Background: an optimization exercise with open tools, aiming at small area. Do not read the settings as production practice. The RTL was checked by simulation tests, not by an equivalence proof against the original design. Power and IR drop assume default switching activity.

<file path="flow/config.mk">
export PLATFORM = sky130hd
export DESIGN_NAME = cap_pipe_top
export DESIGN_NICKNAME = cap_pipe_top
export VERILOG_FILES = /design/flow/design.v
export SDC_FILE = /design/flow/constraint.sdc
export NUM_CORES = 4
export LEC_CHECK = 0
export CAP_MARGIN = 20
export CORE_MARGIN = 2
export CORE_UTILIZATION = 40
export SLEW_MARGIN = 20
</file>
<file path="flow/constraint.sdc">
create_clock -name core_clock -period 6.0 [get_ports {CLK}]
set_input_delay 1.2000 -clock core_clock [delete_from_list [all_inputs] [get_ports {CLK}]]
set_output_delay 1.2000 -clock core_clock [all_outputs]
set_load 0.01 [all_outputs]
</file>
<file path="flow/design.v">
`timescale 1ns/100ps
`default_nettype none
package pipe_types_pkg;
    typedef struct packed {
        logic                tag;
        logic [32-1:0] addr;
    } cap_t;
    localparam cap_t CAP_ALMIGHTY = {1'b1, 32'(0)};
    localparam cap_t CAP_NULL = {1'b0, 32'(0)};
    typedef enum logic [2:0] {
        OP_ADDI,
        OP_CINCOFFSET,
        OP_CSUB,
        OP_CMOVE,
        OP_CCLEARTAG,
        OP_CGETTAG,
        OP_ILLEGAL
    } op_e;
    typedef struct packed {
        op_e                  op;
        logic [5-1:0] rd;
        logic [5-1:0] r1;
        logic [5-1:0] r2;
        logic [32-1:0]  imm;    
    } dec_insn_t;
    typedef struct packed {
        op_e                  op;
        logic [5-1:0] rd;
        logic [32-1:0]  imm;
        cap_t                 c1;
        cap_t                 c2;
    } exec_req_t;
    typedef struct packed {
        logic [5-1:0] rd;
        cap_t                 value;
        logic                 exc;    
    } retire_t;
endpackage
`default_nettype wire
`timescale 1ns/100ps
`default_nettype none
import pipe_types_pkg::*;
module insn_decoder (
    input  wire logic                    CLK,
    input  wire logic                    rst_n,
    input  wire logic                    insn_valid,
    input  wire logic [32-1:0]   insn,
    output logic                         dec_valid,
    output pipe_types_pkg::dec_insn_t    dec
);
    logic [6:0]           opcode;
    logic [2:0]           funct3;
    logic [6:0]           funct7;
    logic [5-1:0] rd;
    logic [5-1:0] rs1;
    logic [5-1:0] rs2;
    pipe_types_pkg::op_e                  op;
    assign opcode = insn[6:0];
    assign rd     = insn[11:7];
    assign funct3 = insn[14:12];
    assign rs1    = insn[19:15];
    assign rs2    = insn[24:20];
    assign funct7 = insn[31:25];
    always_comb begin
        op = OP_ILLEGAL;
        if (opcode == 7'b0010011 && funct3 == 3'b000) begin
            op = OP_ADDI;
        end else if (opcode == 7'b1011011 && funct3 == 3'b000) begin
            case (funct7)
                7'b0010001: op = OP_CINCOFFSET;
                7'b0010100:       op = OP_CSUB;
                7'b1111111: begin
                    case (rs2)    
                        5'h0a:     op = OP_CMOVE;
                        5'h0b: op = OP_CCLEARTAG;
                        5'h04:   op = OP_CGETTAG;
                        default:          op = OP_ILLEGAL;
                    endcase
                end
                default: op = OP_ILLEGAL;
            endcase
        end
    end
    always_ff @(posedge CLK or negedge rst_n) begin
        if (!rst_n) begin
            dec_valid <= 1'b0;
        end else begin
            dec_valid <= insn_valid;
        end
    end
    always_ff @(posedge CLK) begin
        if (insn_valid) begin
            dec.op  <= op;
            dec.rd  <= rd;
            dec.r1  <= rs1;
            dec.r2  <= rs2;
            dec.imm <= {{(32-12){insn[31]}}, insn[31:20]};
        end
    end
endmodule
`default_nettype wire
`timescale 1ns/100ps
`default_nettype none
import pipe_types_pkg::*;
module operand_stage (
    input  wire logic                      CLK,
    input  wire logic                      rst_n,
    input  wire logic                      dec_valid,
    input  wire pipe_types_pkg::dec_insn_t dec,
    input  wire logic                      pend_valid,
    input  wire pipe_types_pkg::retire_t   pend,
    input  wire logic                      retire_valid,
    input  wire pipe_types_pkg::retire_t   retire,
    output logic                           req_valid,
    output pipe_types_pkg::exec_req_t      req
);
    localparam int CAP_W = 32 + 1;    
    logic [32*CAP_W-1:0] regs;    
    pipe_types_pkg::cap_t c1;
    pipe_types_pkg::cap_t c2;
    for (genvar i = 0; i < 32; i++) begin : g_reg
        always_ff @(posedge CLK or negedge rst_n) begin
            if (!rst_n) begin
                regs[i*CAP_W +: CAP_W] <= CAP_ALMIGHTY;
            end else if (retire_valid && !retire.exc && retire.rd != '0 && retire.rd == i) begin
                regs[i*CAP_W +: CAP_W] <= retire.value;
            end
        end
    end
    function automatic pipe_types_pkg::cap_t read_src(input logic [5-1:0] r);
        if (r == '0) begin
            read_src = CAP_NULL;
        end else if (pend_valid && !pend.exc && pend.rd == r) begin
            read_src = pend.value;
        end else if (retire_valid && !retire.exc && retire.rd == r) begin
            read_src = retire.value;    
        end else begin
            read_src = regs[r*CAP_W +: CAP_W];
        end
    endfunction
    always_comb begin
        c1 = read_src(dec.r1);
        c2 = read_src(dec.r2);
    end
    always_ff @(posedge CLK or negedge rst_n) begin
        if (!rst_n) begin
            req_valid <= 1'b0;
        end else begin
            req_valid <= dec_valid;
        end
    end
    always_ff @(posedge CLK) begin
        if (dec_valid) begin
            req.op  <= dec.op;
            req.rd  <= dec.rd;
            req.imm <= dec.imm;
            req.c1  <= c1;
            req.c2  <= c2;
        end
    end
endmodule
`default_nettype wire
`timescale 1ns/100ps
`default_nettype none
import pipe_types_pkg::*;
module cap_alu_stage (
    input  wire logic                      CLK,
    input  wire logic                      rst_n,
    input  wire logic                      req_valid,
    input  wire pipe_types_pkg::exec_req_t req,
    output logic                           pend_valid,
    output pipe_types_pkg::retire_t        pend,
    output logic                           retire_valid,
    output pipe_types_pkg::retire_t        retire
);
    pipe_types_pkg::retire_t res;
    always_comb begin
        res.rd    = req.rd;
        res.value = CAP_NULL;    
        res.exc   = 1'b0;
        case (req.op)
            OP_ADDI: begin
                res.value.addr = req.c1.addr + req.imm;
            end
            OP_CINCOFFSET: begin
                res.value.tag  = req.c1.tag;
                res.value.addr = req.c1.addr + req.c2.addr;
            end
            OP_CSUB: begin
                res.value.addr = req.c1.addr - req.c2.addr;
            end
            OP_CMOVE: begin
                res.value = req.c1;
            end
            OP_CCLEARTAG: begin
                res.value.addr = req.c1.addr;
            end
            OP_CGETTAG: begin
                res.value.addr = 32'(req.c1.tag);
            end
            default: begin
                res.exc = 1'b1;    
            end
        endcase
    end
    assign pend_valid = req_valid;
    assign pend       = res;
    always_ff @(posedge CLK or negedge rst_n) begin
        if (!rst_n) begin
            retire_valid <= 1'b0;
        end else begin
            retire_valid <= req_valid;
        end
    end
    always_ff @(posedge CLK) begin
        if (req_valid) begin
            retire <= res;
        end
    end
endmodule
`default_nettype wire
`timescale 1ns/100ps
`default_nettype none
import pipe_types_pkg::*;
module cap_pipe_top (
    input  wire logic                CLK,
    input  wire logic                rst_n,
    input  wire logic                insn_valid,
    input  wire logic [31:0]         insn,
    output logic                     retire_valid,
    output logic [38:0]              retire    
);
    logic      dec_valid;
    pipe_types_pkg::dec_insn_t dec;
    logic      req_valid;
    pipe_types_pkg::exec_req_t req;
    logic      pend_valid;
    pipe_types_pkg::retire_t   pend;
    pipe_types_pkg::retire_t   retire_s;
    assign retire = retire_s;
    insn_decoder decoder_i (
        .CLK        (CLK),
        .rst_n      (rst_n),
        .insn_valid (insn_valid),
        .insn       (insn),
        .dec_valid  (dec_valid),
        .dec        (dec)
    );
    operand_stage operand_i (
        .CLK          (CLK),
        .rst_n        (rst_n),
        .dec_valid    (dec_valid),
        .dec          (dec),
        .pend_valid   (pend_valid),
        .pend         (pend),
        .retire_valid (retire_valid),    
        .retire       (retire_s),
        .req_valid    (req_valid),
        .req          (req)
    );
    cap_alu_stage alu_i (
        .CLK          (CLK),
        .rst_n        (rst_n),
        .req_valid    (req_valid),
        .req          (req),
        .pend_valid   (pend_valid),
        .pend         (pend),
        .retire_valid (retire_valid),
        .retire       (retire_s)
    );
endmodule
`default_nettype wire
</file>
<file path="flow/run.sh">
#!/bin/bash
# synth_recipe.tcl (not shown) runs the flow's synth.tcl, then flattens the netlist and writes it again
# the make line also repeats each setting of config.mk as NAME=value (left out here)
make -C /OpenROAD-flow-scripts/flow DESIGN_CONFIG=/design/flow/config.mk WORK_HOME=/design/flow/orfs CLKGATE_MAP_FILE= SYNTH_SCRIPT=/design/flow/synth_recipe.tcl finish
</file>
==> run notes <==
* Number of cells produced by synthesis at 4429
* Final worst-path cycle share at 0.886
* Clock edge transition at the registers on the reported setup and hold paths at 0.06 ns
* Number of H-tree levels at 4
* Sequential area share after synthesis at 0.473
* Power density of the placed cells at 335 nW/um2
* Non-Filler Instances at 6603
* Layout cells sized above 1 at 0.478
* Antenna diode instance count at 0
* Grt peak-use layer: met2
* First-pass GRT wire length at 293000 um
* Setup TNS after final layout at 0 ns
* Mapped cell area at 65600 um2
* Number of global-route vias before repair at 41583
* Met2 Use GR at 0.367
* Total global routing overflow at 0
* Number of pins exceeding their max-slew limit in the final report at 0
* Crit path max fanout at 8
* Latest clock arrival within the worst-skew pair at 0.80 ns
* Main area contributors after synthesis: dfrtp_1 (39%), mux4_2 (22%), mux2_2 (18%), edfxtp_1 (6.8%), clkbuf_1 (1.9%)
* Commonest cells in the netlist: mux2_2 (1030), dfrtp_1 (1027), mux4_2 (650)
* Synthesis-to-finish area growth at 11.8%
* Starting utilization of the core area at 0.403
* Count of buffering cells on the critical path with inverters included at 1
* M1 GR Usage at 0.342
* Number of failing setup endpoints in the final timing report at 0
* Main flop type after synthesis: dfrtp_1
* Signal arrival time at the worst endpoint at 5.85 ns
* Height of the chip at 409 um
* Data required time of the worst path at 6.53 ns
* Fmax at 188 MHz
* Clock tree skew after final layout at 0.0295 ns
* Tot Pwr at 24500 uW
* Number of ports placed on the die boundary at 75
* Root cell of the clock tree: clkbuf_16
* Setup repair bufs after CTS at 0
* Post-route ant nets at 0
* Leakage component of the power at 0.0312 uW
* Actual slew at the worst max-slew pin at 1.17 ns
* Library cell with the highest instance count after synthesis: mux2_2
* Die footprint at 167000 um2
* Number of clock sinks seen by CTS at 1208
* Overall track demand over capacity in global routing at 0.237
* Standard cell core area at 163000 um2
* Highest cell delay on the worst timing path at 0.59 ns
* Crit Path Class: register to register
* Antenna violations before repair at 11
* Syn Area/Cell at 14.8 um2
* DIE WIDTH at 409 um
* Post-synth top area share at 0.392
* Max_cap viols at 0
* Hold buffers post-CTS at 0
* Final hold violation count at 0
* FF-to-FF Start: operand_i.req[1]$_SDFFCE_PN0P_
* Drt initial violations at 3942
* Critical path, cell by cell: inv_1 > ha_1 > nor3b_1 > nand3_1 > nand2b_1 > or3_1 > xor2_1 > o22a_1 > o21ai_1 > ha_1 > a21o_1 > a221o_1 > a221o_1 > a41oi_1 > xnor2_1 > a22oi_1 > mux2_2 > nor2_1
* Detailed Routing Iterations Pass 1 at 5
* Cells resized by post-CTS repair at 0
* Slack of the worst reg-to-reg path at 0.68 ns
* Pin count of the biggest net entering global routing at 161
* Worst hold slack across all endpoints at 0.372 ns
* Number of unique standard cell types used by synthesis at 77
* Total wire length after detailed routing at 197000 um
* DRC violations left at 0
* Buffers on Ports at 74
* Met3 Resource Use GR at 0.0438
* Core Rows at 148
* Result of the run: no timing/DRC/antenna violations
* Max-slew headroom at the worst pin at 0.220
* Number of placed cells counting well taps at 6352
* Mean number of vias per cell at 6.20
* Num CTS Buffers at 136
* Slowest cell on the critical path: nor3b_1
* Unrepaired setup endpoints after global routing: false
* Worst min path class: input port to asynchronous set/reset pin
* Library cell with the largest summed area after synthesis: dfrtp_1
* Routability congestion estimate at 0.945
* Clock tree from TritonCTS: built
* Time the final worst path needs with I/O delays and setup at 5.32 ns
* Via count at 40908
* Sum of net half-perimeters after detailed placement at 111000 um
* Final #Nets at 4391
* Crit path max-delay family: compound AO/OA/AOI/OAI gates
* Async set or reset register ratio after synthesis at 0.877
* Wire length per cell at 29.8 um
* Startpoint class of the critical path: register
* Worst reg2reg path endpoint: operand_i.req[21]$_SDFFCE_PN0P_
* Number of register bits inferred by synthesis at 1208
* Count of flip-flops with a built-in enable after synthesis at 149
* Synth warn at 3
* Maximum clock insertion buffer count at 3
* Worst-case vdd ir drop at 0.336 mV
* Post-Syn Nets at 4503
* Critical Path Sink Type: register
* Number of cell instances on the worst register-to-register path at 18
[where the power goes]
part           internal [uW]  switching (uW)  total (uW)
Combinational           3040            2510        5540
Clock                   4760            3540        8290
Sequential              9690            1010       10700
Total                  17500            7050       24500
[how the worst max path moves through the flow]
stage,startpoint,end,slack (ns),cells after the start
final,operand_i.req[1]$_SDFFCE_PN0P_,operand_i.req[21]$_SDFFCE_PN0P_,0.68,18
after global placement,operand_i.req[0]$_SDFFCE_PN0P_,operand_i.req[29]$_SDFFCE_PN0P_,0.81,18
after floorplan,operand_i.req[1]$_SDFFCE_PN0P_,operand_i.req[29]$_SDFFCE_PN0P_,1.53,19
after detailed placement,operand_i.req[1]$_SDFFCE_PN0P_,operand_i.req[62]$_SDFFCE_PN0P_,0.78,18
after global routing,operand_i.req[1]$_SDFFCE_PN0P_,operand_i.req[21]$_SDFFCE_PN0P_,0.31,18
after CTS,operand_i.req[1]$_SDFFCE_PN0P_,operand_i.req[21]$_SDFFCE_PN0P_,0.75,18
[area by class of cell]
type | count | area, um2
inverter | 37 | 139
clock buffer | 207 | 3990
multi-input combinational | 2719 | 32900
sequential | 1208 | 31000
timing repair buffer | 215 | 2070
clock inverter | 42 | 420
tap | 2175 | 2720
fill | 14216 | 89500
[flip-flops by register name, summed over array words and instances, names as in the netlist]
register	cells
decoder_i.dec_valid	1
alu_i.retire_valid	1
decoder_i.dec	25
operand_i.regs	1056
operand_i.req	85
alu_i.retire	39
operand_i.req_valid	1
[cell usage in the layout (no fill, tap or decap), types with 7 or more instances in the layout]
cell type	instances
clkbuf_1	41
or4_1	10
mux4_2	650
o22a_1	9
a31oi_1	18
o21a_1	13
nand2_4	11
nor2_1	158
o22ai_1	10
buf_12	20
nand3_1	17
nand2_1	121
nand2b_1	27
o21ai_0	49
a22o_1	15
dfstp_2	32
mux2_2	1030
nor2b_1	13
ha_1	38
nor3_1	15
nor4_1	9
clkdlybuf4s50_1	72
xnor2_1	39
a22oi_1	20
a21o_1	24
nor2_4	11
xor2_1	31
nand4_1	13
a21oi_1	134
clkinv_8	7
mux2i_1	65
or3_1	12
inv_1	35
o21ai_1	50
edfxtp_1	149
buf_4	118
clkbuf_16	138
clkbuf_8	28
dfrtp_1	1025
clkinv_2	19
[logic make-up (layout without fill, tap and decap cells)]
logic type	count (synthesis)	after routing	synth area share
flops	1208	1208	0.473
fa+ha+maj	39	39	0.00755
buf+inv	502	501	0.0293
xor+xnor	70	70	0.00935
mux	1746	1746	0.410
compound gates	398	398	0.0375
simple gates	466	466	0.0331
[per-layer routing]
metal	up-vias	routed length [um]
met4	2	4830
met3	271	14400
met5	-	13
met1	22230	86200
met2	1509	91300
li1	16896	-
[metrics by stage]
stage / worst slack [ns] / instance area, um2 / utilization
4_1_cts: 0.751 / 73300 / 0.450
2_1_floorplan: 1.53 / 65600 / -
3_3_place_gp: 0.813 / 68800 / 0.423
5_1_grt: 0.309 / 73300 / 0.450
6_report: 0.683 / 73300 / 0.450
3_5_place_dp: 0.780 / 68900 / 0.423

==> static timing again, ports no longer ideal <==
In the flow no input, the clock included, has a driving cell. The finished layout below was timed again as built, in two steps.
Step 1, drivers: a clkbuf_16 drives CLK and a buf_2 each remaining input, both assumed.
Step 2, shift: input delay + t, output delay - t, t = (earliest + latest rising clock arrival at the registers) / 2. This alone moves slack from input paths to output paths.
Slacks: no drivers / after step 1 / after step 2; pairs: no drivers / after step 1.
t, ns: 0.857
setup slack, ns: 0.683 / 0.683 / 0.683
latest minus earliest clock arrival (ns): 0.031 / 0.031
After both steps setup and hold are still met in this run. For this run, drivers alone change the setup slack by 0.000 ns; drivers and shift together by 0.000 ns.
